Background: an optimization exercise with open tools, aiming at small area, a short achievable clock period and few clock cycles per item. Do not read the settings as production practice.
The RTL was checked by simulation tests, not by an equivalence proof against the original design.
Power and IR drop assume default switching activity.

--- flow/design.v ---
`timescale 1ns/1ps
package cmul_types_pkg;
    localparam int ELEM_W    = 8;    
    localparam int RES_W     = 18;   
    localparam int RES_BYTES = 3;    
    localparam int ADDR_W    = 16;   
    localparam int REG_W     = 16;   
    typedef logic signed [ELEM_W-1:0] elem_t;       
    typedef logic signed [RES_W-1:0]  res_t;        
    typedef logic [ADDR_W-1:0]        addr_t;       
    typedef logic [REG_W-1:0]         reg_t;        
    typedef logic [2:0]               byte_cnt_t;   
endpackage
`timescale 1ns/1ps
package cmul_regmap_pkg;
    typedef enum logic [2:0] {
        OFS_OP1    = 3'd0,   
        OFS_OP2    = 3'd1,   
        OFS_RES    = 3'd2,   
        OFS_NUM_OP = 3'd3,   
        OFS_START  = 3'd4,   
        OFS_STATUS = 3'd5,   
        OFS_STATE  = 3'd6    
    } reg_offset_e;
    localparam int STS_DONE_BIT = 0;
    typedef enum logic [1:0] {
        ST_IDLE   = 2'd0,
        ST_RD_OPS = 2'd1,   
        ST_WORK   = 2'd2,   
        ST_WR_RES = 2'd3    
    } ctrl_state_e;
    localparam int OP_RD_BYTES  = 4;   
    localparam int RES_WR_BYTES = 6;   
    localparam int OP_STRIDE    = 2;   
    localparam int RES_STRIDE   = 6;   
endpackage
`timescale 1ns/1ps
module cmul_apb_regs
#(
    parameter logic [15:0] APB_BASE = '0   
) (
    input  logic        clk,
    input  logic        rst_n,
    input  cmul_types_pkg::addr_t       paddr,
    input  logic        pwrite,
    input  cmul_types_pkg::reg_t        pwdata,
    input  logic        psel,
    input  logic        finish,     
    input  cmul_regmap_pkg::ctrl_state_e state,      
    output logic        pready,
    output cmul_types_pkg::reg_t        prdata,
    output logic        pslverr,
    output cmul_types_pkg::addr_t       op1_base,
    output cmul_types_pkg::addr_t       op2_base,
    output cmul_types_pkg::addr_t       res_base,
    output cmul_types_pkg::reg_t        num_op,
    output logic        start       
);
    cmul_types_pkg::addr_t       ofs_full;   
    cmul_regmap_pkg::reg_offset_e ofs;
    logic        in_range;   
    logic        acc_ok;     
    logic        wr_en;
    logic        rd_en;
    logic        done;
    assign pready   = 1'b1;
    assign ofs_full = paddr - APB_BASE;              
    assign in_range = (ofs_full[cmul_types_pkg::ADDR_W-1:3] == '0);
    assign ofs      = cmul_regmap_pkg::reg_offset_e'(ofs_full[2:0]);
    always_comb begin
        case (ofs)
            cmul_regmap_pkg::OFS_OP1, cmul_regmap_pkg::OFS_OP2, cmul_regmap_pkg::OFS_RES, cmul_regmap_pkg::OFS_NUM_OP, cmul_regmap_pkg::OFS_START: acc_ok = pwrite;
            cmul_regmap_pkg::OFS_STATUS: acc_ok = 1'b1;      
            cmul_regmap_pkg::OFS_STATE:  acc_ok = ~pwrite;   
            default:    acc_ok = 1'b0;      
        endcase
    end
    assign wr_en = psel & pwrite & in_range & acc_ok;
    assign rd_en = psel & ~pwrite & in_range & acc_ok;
    always_ff @(posedge clk or negedge rst_n) begin
        if (!rst_n) begin
            op1_base <= '0;
            op2_base <= '0;
            res_base <= '0;
            num_op   <= '0;
            start    <= 1'b0;
            done     <= 1'b0;
            pslverr  <= 1'b0;
            prdata   <= '0;
        end else begin
            start   <= wr_en & (ofs == cmul_regmap_pkg::OFS_START) & pwdata[0];   
            pslverr <= psel & ~(in_range & acc_ok);              
            if (wr_en) begin
                case (ofs)
                    cmul_regmap_pkg::OFS_OP1:    op1_base <= pwdata;
                    cmul_regmap_pkg::OFS_OP2:    op2_base <= pwdata;
                    cmul_regmap_pkg::OFS_RES:    res_base <= pwdata;
                    cmul_regmap_pkg::OFS_NUM_OP: num_op   <= pwdata;
                    default: ;
                endcase
            end
            if (finish) begin
                done <= 1'b1;   
            end else if (wr_en && ofs == cmul_regmap_pkg::OFS_STATUS && !pwdata[cmul_regmap_pkg::STS_DONE_BIT]) begin
                done <= 1'b0;
            end
            if (rd_en) begin
                prdata <= (ofs == cmul_regmap_pkg::OFS_STATE) ? cmul_types_pkg::reg_t'(state) : cmul_types_pkg::reg_t'(done) << cmul_regmap_pkg::STS_DONE_BIT;
            end
        end
    end
endmodule
`timescale 1ns/1ps
module cmul_ctrl
(
    input  logic        clk,
    input  logic        rst_n,
    input  logic        start,
    input  cmul_types_pkg::reg_t        num_op,
    output logic        seq_cmd_rd,      
    output logic        seq_cmd_first,   
    output logic        seq_cmd_wr,      
    input  logic        seq_rd_done,     
    input  logic        seq_wr_done,     
    input  logic        seq_res_avail,   
    output logic        finish,   
    output cmul_regmap_pkg::ctrl_state_e state
);
    cmul_regmap_pkg::ctrl_state_e state_nxt;
    cmul_types_pkg::reg_t        op_done_cnt;   
    logic        go;            
    logic        last_op;
    assign go      = (state == cmul_regmap_pkg::ST_IDLE) & start & (num_op != '0);
    assign last_op = (op_done_cnt == num_op - 1'b1);
    assign seq_cmd_first = go;
    assign seq_cmd_rd    = go | ((state == cmul_regmap_pkg::ST_WR_RES) & seq_wr_done & ~last_op);
    assign seq_cmd_wr    = (state == cmul_regmap_pkg::ST_WORK) & seq_res_avail;
    assign finish        = (state == cmul_regmap_pkg::ST_WR_RES) & seq_wr_done & last_op;
    always_comb begin
        state_nxt = state;
        case (state)
            cmul_regmap_pkg::ST_IDLE: begin
                if (go) state_nxt = cmul_regmap_pkg::ST_RD_OPS;
            end
            cmul_regmap_pkg::ST_RD_OPS: begin
                if (seq_rd_done) state_nxt = cmul_regmap_pkg::ST_WORK;   
            end
            cmul_regmap_pkg::ST_WORK: begin
                if (seq_res_avail) state_nxt = cmul_regmap_pkg::ST_WR_RES;
            end
            cmul_regmap_pkg::ST_WR_RES: begin
                if (seq_wr_done) state_nxt = last_op ? cmul_regmap_pkg::ST_IDLE : cmul_regmap_pkg::ST_RD_OPS;
            end
            default: state_nxt = cmul_regmap_pkg::ST_IDLE;
        endcase
    end
    always_ff @(posedge clk or negedge rst_n) begin
        if (!rst_n) begin
            state       <= cmul_regmap_pkg::ST_IDLE;
            op_done_cnt <= '0;
        end else begin
            state <= state_nxt;
            if (go) begin
                op_done_cnt <= '0;   
            end else if (state == cmul_regmap_pkg::ST_WR_RES && seq_wr_done) begin
                op_done_cnt <= op_done_cnt + 1'b1;
            end
        end
    end
endmodule
`timescale 1ns/1ps
module cmul_mem_seq
(
    input  logic     clk,
    input  logic     rst_n,
    input  cmul_types_pkg::addr_t    op1_base,
    input  cmul_types_pkg::addr_t    op2_base,
    input  cmul_types_pkg::addr_t    res_base,
    input  cmul_types_pkg::elem_t    mem_rd_data,
    output logic     mem_ce,
    output logic     mem_we,
    output cmul_types_pkg::addr_t    mem_addr,
    output cmul_types_pkg::elem_t    mem_wr_data,
    input  logic     seq_cmd_rd,
    input  logic     seq_cmd_first,
    input  logic     seq_cmd_wr,
    output logic     seq_rd_done,
    output logic     seq_wr_done,
    output logic     seq_res_avail,
    output logic     mult_op_val,
    input  logic     mult_op_rdy,
    output logic [4*cmul_types_pkg::ELEM_W-1:0] mult_op_data,
    input  logic     mult_res_val,
    output logic     mult_res_rdy,
    input  logic [2*cmul_types_pkg::RES_W-1:0]  mult_res_data
);
    cmul_types_pkg::addr_t     op1_ptr;    
    cmul_types_pkg::addr_t     op2_ptr;    
    cmul_types_pkg::addr_t     res_ptr;    
    cmul_types_pkg::byte_cnt_t byte_cnt;   
    logic      rd_act;     
    logic      wr_act;     
    logic      rd_end;     
    logic      rd_vld;     
    cmul_types_pkg::byte_cnt_t rd_idx;     
    logic      op_hold;    
    logic      res_take;   
    logic      res_full_nxt;
    logic      res_full;
    cmul_types_pkg::res_t      res_comp;   
    cmul_types_pkg::byte_cnt_t res_idx;    
    logic [4*cmul_types_pkg::ELEM_W-1:0]         op_q;      
    logic [2*cmul_types_pkg::RES_W-1:0]          res_q;     
    logic [cmul_types_pkg::RES_BYTES*cmul_types_pkg::ELEM_W-1:0] res_ext;   
    assign mem_ce      = rd_act | wr_act;
    assign mem_we      = wr_act;
    assign rd_end      = rd_act & (byte_cnt == cmul_types_pkg::byte_cnt_t'(cmul_regmap_pkg::OP_RD_BYTES - 1));
    assign seq_wr_done = wr_act & (byte_cnt == cmul_types_pkg::byte_cnt_t'(cmul_regmap_pkg::RES_WR_BYTES - 1));
    assign seq_rd_done = rd_vld & (rd_idx == cmul_types_pkg::byte_cnt_t'(cmul_regmap_pkg::OP_RD_BYTES - 1));
    always_comb begin
        if (wr_act)
            mem_addr = res_ptr + cmul_types_pkg::addr_t'(byte_cnt);
        else if (byte_cnt < cmul_regmap_pkg::OP_STRIDE)
            mem_addr = op1_ptr + cmul_types_pkg::addr_t'(byte_cnt);
        else
            mem_addr = op2_ptr + cmul_types_pkg::addr_t'(byte_cnt) - cmul_types_pkg::addr_t'(cmul_regmap_pkg::OP_STRIDE);
    end
    assign mult_op_val  = seq_rd_done | op_hold;
    assign mult_op_data = op_hold ? op_q : {op_q[4*cmul_types_pkg::ELEM_W-1:cmul_types_pkg::ELEM_W], mem_rd_data};
    assign res_take     = mult_res_val & mult_res_rdy;
    assign res_full_nxt = (res_full | res_take) & ~seq_wr_done;   
    assign res_comp    = (byte_cnt < cmul_types_pkg::RES_BYTES) ? res_q[cmul_types_pkg::RES_W-1:0] : res_q[2*cmul_types_pkg::RES_W-1:cmul_types_pkg::RES_W];
    assign res_idx     = (byte_cnt < cmul_types_pkg::RES_BYTES) ? byte_cnt : cmul_types_pkg::byte_cnt_t'(byte_cnt - cmul_types_pkg::RES_BYTES);
    assign res_ext     = {{(cmul_types_pkg::RES_BYTES*cmul_types_pkg::ELEM_W-cmul_types_pkg::RES_W){1'b0}}, res_comp};
    assign mem_wr_data = res_ext[res_idx*cmul_types_pkg::ELEM_W +: cmul_types_pkg::ELEM_W];
    always_ff @(posedge clk) begin
        if (rd_vld)
            op_q[(cmul_regmap_pkg::OP_RD_BYTES-1-rd_idx)*cmul_types_pkg::ELEM_W +: cmul_types_pkg::ELEM_W] <= mem_rd_data;
        if (res_take)
            res_q <= mult_res_data;
    end
    always_ff @(posedge clk or negedge rst_n) begin
        if (!rst_n) begin
            op1_ptr       <= '0;
            op2_ptr       <= '0;
            res_ptr       <= '0;
            byte_cnt      <= '0;
            rd_act        <= 1'b0;
            wr_act        <= 1'b0;
            rd_vld        <= 1'b0;
            rd_idx        <= '0;
            op_hold       <= 1'b0;
            res_full      <= 1'b0;
            mult_res_rdy  <= 1'b0;
            seq_res_avail <= 1'b0;
        end else begin
            rd_vld        <= rd_act;                     
            rd_idx        <= byte_cnt;
            op_hold       <= mult_op_val & ~mult_op_rdy;
            res_full      <= res_full_nxt;
            mult_res_rdy  <= ~res_full_nxt;              
            seq_res_avail <= res_take;
            if (rd_end) begin
                rd_act  <= 1'b0;
                op1_ptr <= op1_ptr + cmul_types_pkg::addr_t'(cmul_regmap_pkg::OP_STRIDE);
                op2_ptr <= op2_ptr + cmul_types_pkg::addr_t'(cmul_regmap_pkg::OP_STRIDE);
            end
            if (seq_wr_done) begin
                wr_act  <= 1'b0;
                res_ptr <= res_ptr + cmul_types_pkg::addr_t'(cmul_regmap_pkg::RES_STRIDE);
            end
            if (seq_cmd_rd) begin
                rd_act   <= 1'b1;   
                byte_cnt <= '0;
            end else if (seq_cmd_wr) begin
                wr_act   <= 1'b1;
                byte_cnt <= '0;
            end else if (mem_ce) begin
                byte_cnt <= byte_cnt + 1'b1;
            end
            if (seq_cmd_first) begin
                op1_ptr <= op1_base;   
                op2_ptr <= op2_base;
                res_ptr <= res_base;
            end
        end
    end
endmodule
`timescale 1ns/1ps
module cmul_core
(
    input  logic                clk,
    input  logic                rst_n,
    input  logic                op_val,
    output logic                op_rdy,
    input  logic [4*cmul_types_pkg::ELEM_W-1:0] op_data,
    output logic                res_val,
    input  logic                res_rdy,
    output logic [2*cmul_types_pkg::RES_W-1:0]  res_data   
);
    cmul_types_pkg::elem_t x1;
    cmul_types_pkg::elem_t y1;
    cmul_types_pkg::elem_t x2;
    cmul_types_pkg::elem_t y2;
    cmul_types_pkg::res_t  p_xx;     
    cmul_types_pkg::res_t  p_yy;     
    cmul_types_pkg::res_t  p_xy;     
    cmul_types_pkg::res_t  p_yx;     
    cmul_types_pkg::res_t  xr;
    cmul_types_pkg::res_t  yr;
    logic  s1_val;   
    logic  stall;    
    assign {x1, y1, x2, y2} = op_data;
    assign stall         = res_val & ~res_rdy;
    assign op_rdy   = ~s1_val | ~stall;   
    assign res_data = {xr, yr};
    always_ff @(posedge clk or negedge rst_n) begin
        if (!rst_n) begin
            s1_val       <= 1'b0;
            res_val <= 1'b0;
        end else begin
            if (op_rdy)
                s1_val <= op_val;
            if (!stall)
                res_val <= s1_val;
        end
    end
    always_ff @(posedge clk) begin
        if (op_val && op_rdy) begin
            p_xx <= x1 * x2;
            p_yy <= y1 * y2;
            p_xy <= x1 * y2;
            p_yx <= y1 * x2;
        end
        if (s1_val && !stall) begin
            xr <= p_xx - p_yy;   
            yr <= p_xy + p_yx;   
        end
    end
endmodule
`timescale 1ns/1ps
module comp_mult_top
#(
    parameter logic [15:0] APB_BASE = '0   
) (
    input  logic  clk,
    input  logic  rst_n,
    input  cmul_types_pkg::addr_t paddr,
    input  logic  pwrite,
    input  cmul_types_pkg::reg_t  pwdata,
    input  logic  psel,
    output logic  pready,
    output cmul_types_pkg::reg_t  prdata,
    output logic  pslverr,
    output logic  mem_ce,
    output logic  mem_we,
    output cmul_types_pkg::addr_t mem_addr,
    output cmul_types_pkg::elem_t mem_wr_data,
    input  cmul_types_pkg::elem_t mem_rd_data
);
    cmul_types_pkg::addr_t       op1_base;
    cmul_types_pkg::addr_t       op2_base;
    cmul_types_pkg::addr_t       res_base;
    cmul_types_pkg::reg_t        num_op;
    logic        start;
    logic        finish;
    cmul_regmap_pkg::ctrl_state_e state;
    logic                seq_cmd_rd;
    logic                seq_cmd_first;
    logic                seq_cmd_wr;
    logic                seq_rd_done;
    logic                seq_wr_done;
    logic                seq_res_avail;
    logic                mult_op_val;
    logic                mult_op_rdy;
    logic [4*cmul_types_pkg::ELEM_W-1:0] mult_op_data;
    logic                mult_res_val;
    logic                mult_res_rdy;
    logic [2*cmul_types_pkg::RES_W-1:0]  mult_res_data;
    cmul_apb_regs #(
        .APB_BASE (APB_BASE)
    ) i_apb_regs (
        .clk      (clk),
        .rst_n    (rst_n),
        .paddr    (paddr),
        .pwrite   (pwrite),
        .pwdata   (pwdata),
        .psel     (psel),
        .finish   (finish),
        .state    (state),
        .pready   (pready),
        .prdata   (prdata),
        .pslverr  (pslverr),
        .op1_base (op1_base),
        .op2_base (op2_base),
        .res_base (res_base),
        .num_op   (num_op),
        .start    (start)
    );
    cmul_ctrl i_ctrl (
        .clk    (clk),
        .rst_n  (rst_n),
        .start  (start),
        .num_op (num_op),
        .seq_cmd_rd    (seq_cmd_rd),
        .seq_cmd_first (seq_cmd_first),
        .seq_cmd_wr    (seq_cmd_wr),
        .seq_rd_done   (seq_rd_done),
        .seq_wr_done   (seq_wr_done),
        .seq_res_avail (seq_res_avail),
        .finish (finish),
        .state  (state)
    );
    cmul_mem_seq i_mem_seq (
        .clk         (clk),
        .rst_n       (rst_n),
        .op1_base    (op1_base),
        .op2_base    (op2_base),
        .res_base    (res_base),
        .mem_rd_data (mem_rd_data),
        .mem_ce      (mem_ce),
        .mem_we      (mem_we),
        .mem_addr    (mem_addr),
        .mem_wr_data (mem_wr_data),
        .seq_cmd_rd    (seq_cmd_rd),
        .seq_cmd_first (seq_cmd_first),
        .seq_cmd_wr    (seq_cmd_wr),
        .seq_rd_done   (seq_rd_done),
        .seq_wr_done   (seq_wr_done),
        .seq_res_avail (seq_res_avail),
        .mult_op_val   (mult_op_val),
        .mult_op_rdy   (mult_op_rdy),
        .mult_op_data  (mult_op_data),
        .mult_res_val  (mult_res_val),
        .mult_res_rdy  (mult_res_rdy),
        .mult_res_data (mult_res_data)
    );
    cmul_core i_core (
        .clk   (clk),
        .rst_n (rst_n),
        .op_val   (mult_op_val),
        .op_rdy   (mult_op_rdy),
        .op_data  (mult_op_data),
        .res_val  (mult_res_val),
        .res_rdy  (mult_res_rdy),
        .res_data (mult_res_data)
    );
endmodule
--- flow/run.sh ---
#!/bin/bash
# synth_recipe.tcl (not shown) runs the flow's synth.tcl, then flattens the netlist and writes it again
# the make line also repeats each setting of config.mk as NAME=value (left out here)
make -C /OpenROAD-flow-scripts/flow DESIGN_CONFIG=/design/flow/config.mk WORK_HOME=/design/flow/orfs CLKGATE_MAP_FILE= SYNTH_SCRIPT=/design/flow/synth_recipe.tcl finish
--- flow/config.mk ---
export PLATFORM = sky130hd
export DESIGN_NAME = comp_mult_top
export DESIGN_NICKNAME = comp_mult_top
export VERILOG_FILES = /design/flow/design.v
export SDC_FILE = /design/flow/constraint.sdc
export NUM_CORES = 4
export LEC_CHECK = 0
export CAP_MARGIN = 20
export CORE_MARGIN = 2
export CORE_UTILIZATION = 40
export SLEW_MARGIN = 20
--- flow/constraint.sdc ---
create_clock -name core_clock -period 6.5 [get_ports {clk}]
set_input_delay 1.3000 -clock core_clock [delete_from_list [all_inputs] [get_ports {clk}]]
set_output_delay 1.3000 -clock core_clock [all_outputs]
set_load 0.01 [all_outputs]
==> metrics.md <==
| Metric | Value |
|---|---|
| Clock buffers created by TritonCTS | 40 |
| Pleak | 12.84 nW |
| Post CTS Setup Buffer Count | 0 |
| Vias in the first global route | 18510 |
| Post-synth EDFFs | 168 |
| Via total after detailed routing | 17930 |
| Number of primary I/O pins | 88 |
| CTS tree | built |
| Simple-Gate Fraction of Synth Area | 15.02% |
| Synth Register Bits | 318 |
| Post-synthesis async set-or-reset flop share | 47.17% |
| Distinct cell type count after synthesis | 72 |
| Layout overhead on the synthesized area | 11.85% |
| Via density | 5.156 |
| Final nets | 3062 |
| Port Buf Inserts | 72 |
| First-pass detailed-route iteration total | 5 |
| Cell area after synthesis | 26100 µm² |
| Post-place instance area | 27770 µm² |
| Remaining design rule violation count | 0 |
| Critical path startpoint category | input pin |
| Number of nets still failing antenna checks after routing | 0 |
| Overall global routing resource usage | 18.16% |
| Flop-to-flop setup slack | 1.00 ns |
| Arrival time worst endpoint | 6.23 ns |
| Area taken by flip-flops and latches | 8798 µm² |
| Synth warnings | 4 |
| Run status | finished clean |
| Leading cell type in the layout, fill and taps excluded | sky130_fd_sc_hd__inv_1 |
| Mapped Cells | 2526 |
| Number of resized instances in the post-cts repair step | 0 |
| Max Transition Viols Final | 0 |
| Die Area | 67300 µm² |
| Total number of placement rows | 93 |
| Power per standard cell area | 187.2 nW/µm² |
| Post-synthesis adder-cell area fraction | 26.94% |
| Total wirelength of the detailed-routed design | 59780 µm |
| Bufs on Longest Clock Path | 3 |
| Biggest area contributors in the synthesized netlist | sky130_fd_sc_hd__edfxtp_1, sky130_fd_sc_hd__fa_1, sky130_fd_sc_hd__dfrtp_1 |
| Launch point of the worst hold path | i_core.yr[8] |
| Global placement routability congestion | 0.8507 |
| Area fraction in compound gates after synthesis | 7.177% |
| Number of H-tree levels | 2 |
| Pin count of the biggest net entering global routing | 112 |
| Initial antenna violation count | 0 |
| First-pass GRT wire length | 97460 µm |
| Cell type with the highest aggregate area in the netlist | sky130_fd_sc_hd__edfxtp_1 |
| Maximum clock rate | 0.1692 GHz |
| Xor/xnor cell area share of the yosys netlist | 6.271% |
| Total clock sinks | 318 |
| Setup crit start | mem_rd_data[7] |
| Source-to-sink clock delay at the later pin of the worst-skew pair | 0.58 ns |
| Layout filler cell count | 6070 |
| Vertical die dimension | 259.4 µm |
| Clock transition at path regs | 0.06 ns |
| Type of the setup path with the least slack | in -> reg |
| Number of hold-repair buffers added at the cts stage | 0 |
| Final core area utilization | 45.28% |
| Routed length per placed instance | 17.19 µm |
| Predominant post-synthesis flop cell | sky130_fd_sc_hd__edfxtp_1 |
| Number of hold-slack violations in the final timing report | 0 |
| Root buf cell | sky130_fd_sc_hd__clkbuf_16 |
| Ratio of cells with drive above 1 in the final layout | 8.044% |
| Number of DRC violations after detailed-routing iteration 0 | 1173 |
| Actual slew at the worst max-slew pin | 1.045 ns |
| Post-synthesis mux area share | 4.972% |
| Required time at the endpoint of the critical path | 6.82 ns |
| Area share of the largest cell type after synthesis | 19.33% |
| Shortest clock period the worst path allows after layout | 5.911 ns |
| Startpoint of the most critical register-to-register path | i_mem_seq.op_hold |
| Worst Hold Class | reg -> reg |
| Worst clock skew | 0.04995 ns |
| Avg Inst Size Synth | 10.33 µm² |
| Fin area | 29190 µm² |
| Aggregate global routing overflow | 0 |
| Setup_tns | 0 ns |
| Crit-path max FO | 8 |
| Die width | 259.4 µm |
| Area of the multi-input gates | 15840 µm² |
| Diode insertion count for antenna repair | 0 |
| Largest family of logic cells by synthesized area | adder cells |
| Top library cells by usage in the layout, fill and taps aside | sky130_fd_sc_hd__inv_1, sky130_fd_sc_hd__nand2_1, sky130_fd_sc_hd__fa_1 |
| Crit path capture type | flip-flop |
| Headroom to the max-slew limit | 30.18% |
| Final HPWL DP | 45780 µm |
| Peak supply drop | 0.1594 mV |
| Setup-violating endpoint count in the final report | 0 |
| Initial Utilization | 40.48% |
| Sequential area share after synthesis | 33.71% |
| Setup repair after global routing missed its margin | no |
| Final critical-path share of the clock period | 90.94% |
| MaxCap Viol Count | 0 |
| Area inside the core boundary | 64460 µm² |
logic make-up (layout without fill, tap and decap cells):
group,after synthesis,count (layout)
compound gates,306,306
xor+xnor,186,186
fa+ha+maj,427,427
buf+inv,393,477
flops,318,318
mux,117,117
other cells,2,15
simple gates,777,777
path summary, 6_finish.rpt:
kind / end / depth (start not counted)
worst max-delay path: i_core.p_xy[16] / 17
worst min-delay path: i_mem_seq.res_q[8] / 0
worst max register to register: i_core.p_xy[16] / 16
worst min register to register: i_mem_seq.res_q[8] / 0
max in group asynchronous: i_mem_seq.op1_ptr[2] / 2
min in group asynchronous: i_mem_seq.op2_ptr[15] / 1
worst max-delay path, stage by stage:
cell                              delay [ns]
sky130_fd_sc_hd__clkdlybuf4s50_1        0.48
sky130_fd_sc_hd__mux2i_1                0.57
sky130_fd_sc_hd__inv_1                  0.22
sky130_fd_sc_hd__fa_1                   0.57
sky130_fd_sc_hd__inv_1                  0.05
sky130_fd_sc_hd__fa_1                   0.50
sky130_fd_sc_hd__inv_1                  0.05
sky130_fd_sc_hd__fa_1                   0.46
sky130_fd_sc_hd__fa_1                   0.49
sky130_fd_sc_hd__ha_1                   0.35
sky130_fd_sc_hd__nand2_1                0.10
sky130_fd_sc_hd__o211ai_1               0.10
sky130_fd_sc_hd__a31oi_1                0.27
sky130_fd_sc_hd__nor2b_1                0.08
sky130_fd_sc_hd__o21a_1                 0.19
sky130_fd_sc_hd__o41ai_1                0.32
sky130_fd_sc_hd__xnor2_1                0.11
cell type report:
cell class                      instances  share of cell area (%)
Clock buffer                           56                   3.943
Clock inverter                         18                  0.9001
Inverter                              305                   3.922
Multi-Input combinational cell       1828                   54.27
Sequential cell                       318                   30.14
Tap cell                              855                   3.665
Timing Repair Buffer                   98                   3.155
metrics by stage:
stage / power (mW) / worst slack (ns) / cells / hold WS [ns]
floorplan: 2.933 / 0.8045 / 2539 / 0.3894
global placement: 3.141 / 0.04292 / 3404 / 0.4047
detailed placement: 3.166 / 0.01301 / 3404 / 0.4045
CTS: 5.536 / 0.6260 / 3478 / 0.3812
global route: 5.751 / 0.3403 / 3478 / 0.4074
finish: 5.465 / 0.5892 / 3478 / 0.3888
state kept, by name (all words and copies together), names as in the netlist, 18 cells and up:
name and flops:
i_mem_seq.op_q 32, i_core.xr 18, i_mem_seq.res_q 36, i_core.yr 18
power breakdown:
part	switching [mW]	leakage, nW	internal, mW	total [mW]
clock	0.925	0.682	1.42	2.34
sequential	0.00815	3.57	2.17	2.18
combinational	0.523	8.58	0.424	0.947
total	1.46	12.8	4.01	5.46
routing by layer:
metal / vias up / track usage (%) / part of all wire, %
li1: 8519 / - / -
met5: - / 0 / 0
met3: 77 / 2.187 / 3.9
met1: 8998 / 23.32 / 43
met4: 0 / 4.965 / 2.5
met2: 339 / 32.24 / 50
synthesized netlist by cell type, types with 21 or more instances:
master and instances:
sky130_fd_sc_hd__nor2b_1 60, sky130_fd_sc_hd__edfxtp_1 168, sky130_fd_sc_hd__xor2_1 57, sky130_fd_sc_hd__xnor2_1 128, sky130_fd_sc_hd__a21oi_1 77, sky130_fd_sc_hd__ha_1 202, sky130_fd_sc_hd__and2_1 124, sky130_fd_sc_hd__o21ai_0 104
sky130_fd_sc_hd__inv_1 304, sky130_fd_sc_hd__nor3_1 44, sky130_fd_sc_hd__clkbuf_1 67, sky130_fd_sc_hd__nand2_1 225, sky130_fd_sc_hd__nand2b_1 28, sky130_fd_sc_hd__nand3_1 38, sky130_fd_sc_hd__mux2_2 87, sky130_fd_sc_hd__nor2_1 145
sky130_fd_sc_hd__fa_1 225, sky130_fd_sc_hd__dfrtp_1 150, sky130_fd_sc_hd__nand4_1 21
Testbench counts, summed over its fixed seeds: cycles 30,132, items 2,070.

[afterwards: timing with drivers on the ports]
Ports are ideal in the flow. The routed layout listed here was re-timed in OpenROAD.
Step 1 assumes that a clkbuf_16 drives the clock port and a buf_2 every other input.
Step 2, shift: input delay + t, output delay - t, t = (earliest + latest rising clock arrival at the registers) / 2. This alone moves slack from input paths to output paths.
Slacks: ideal ports / drivers / drivers and shift; pairs: ideal ports / drivers.
shift t [ns]: 0.617
setup slack, ns: 0.589 / 0.626 / 0.009
worst hold slack (ns): 0.389 / 0.389 / 0.389
latest minus earliest clock arrival (ns): 0.051 / 0.051
cell pins on the clock port's net: 1
After both steps this run still meets setup and hold. For this run, drivers alone change the setup slack by +0.037 ns; drivers and shift together by -0.580 ns.
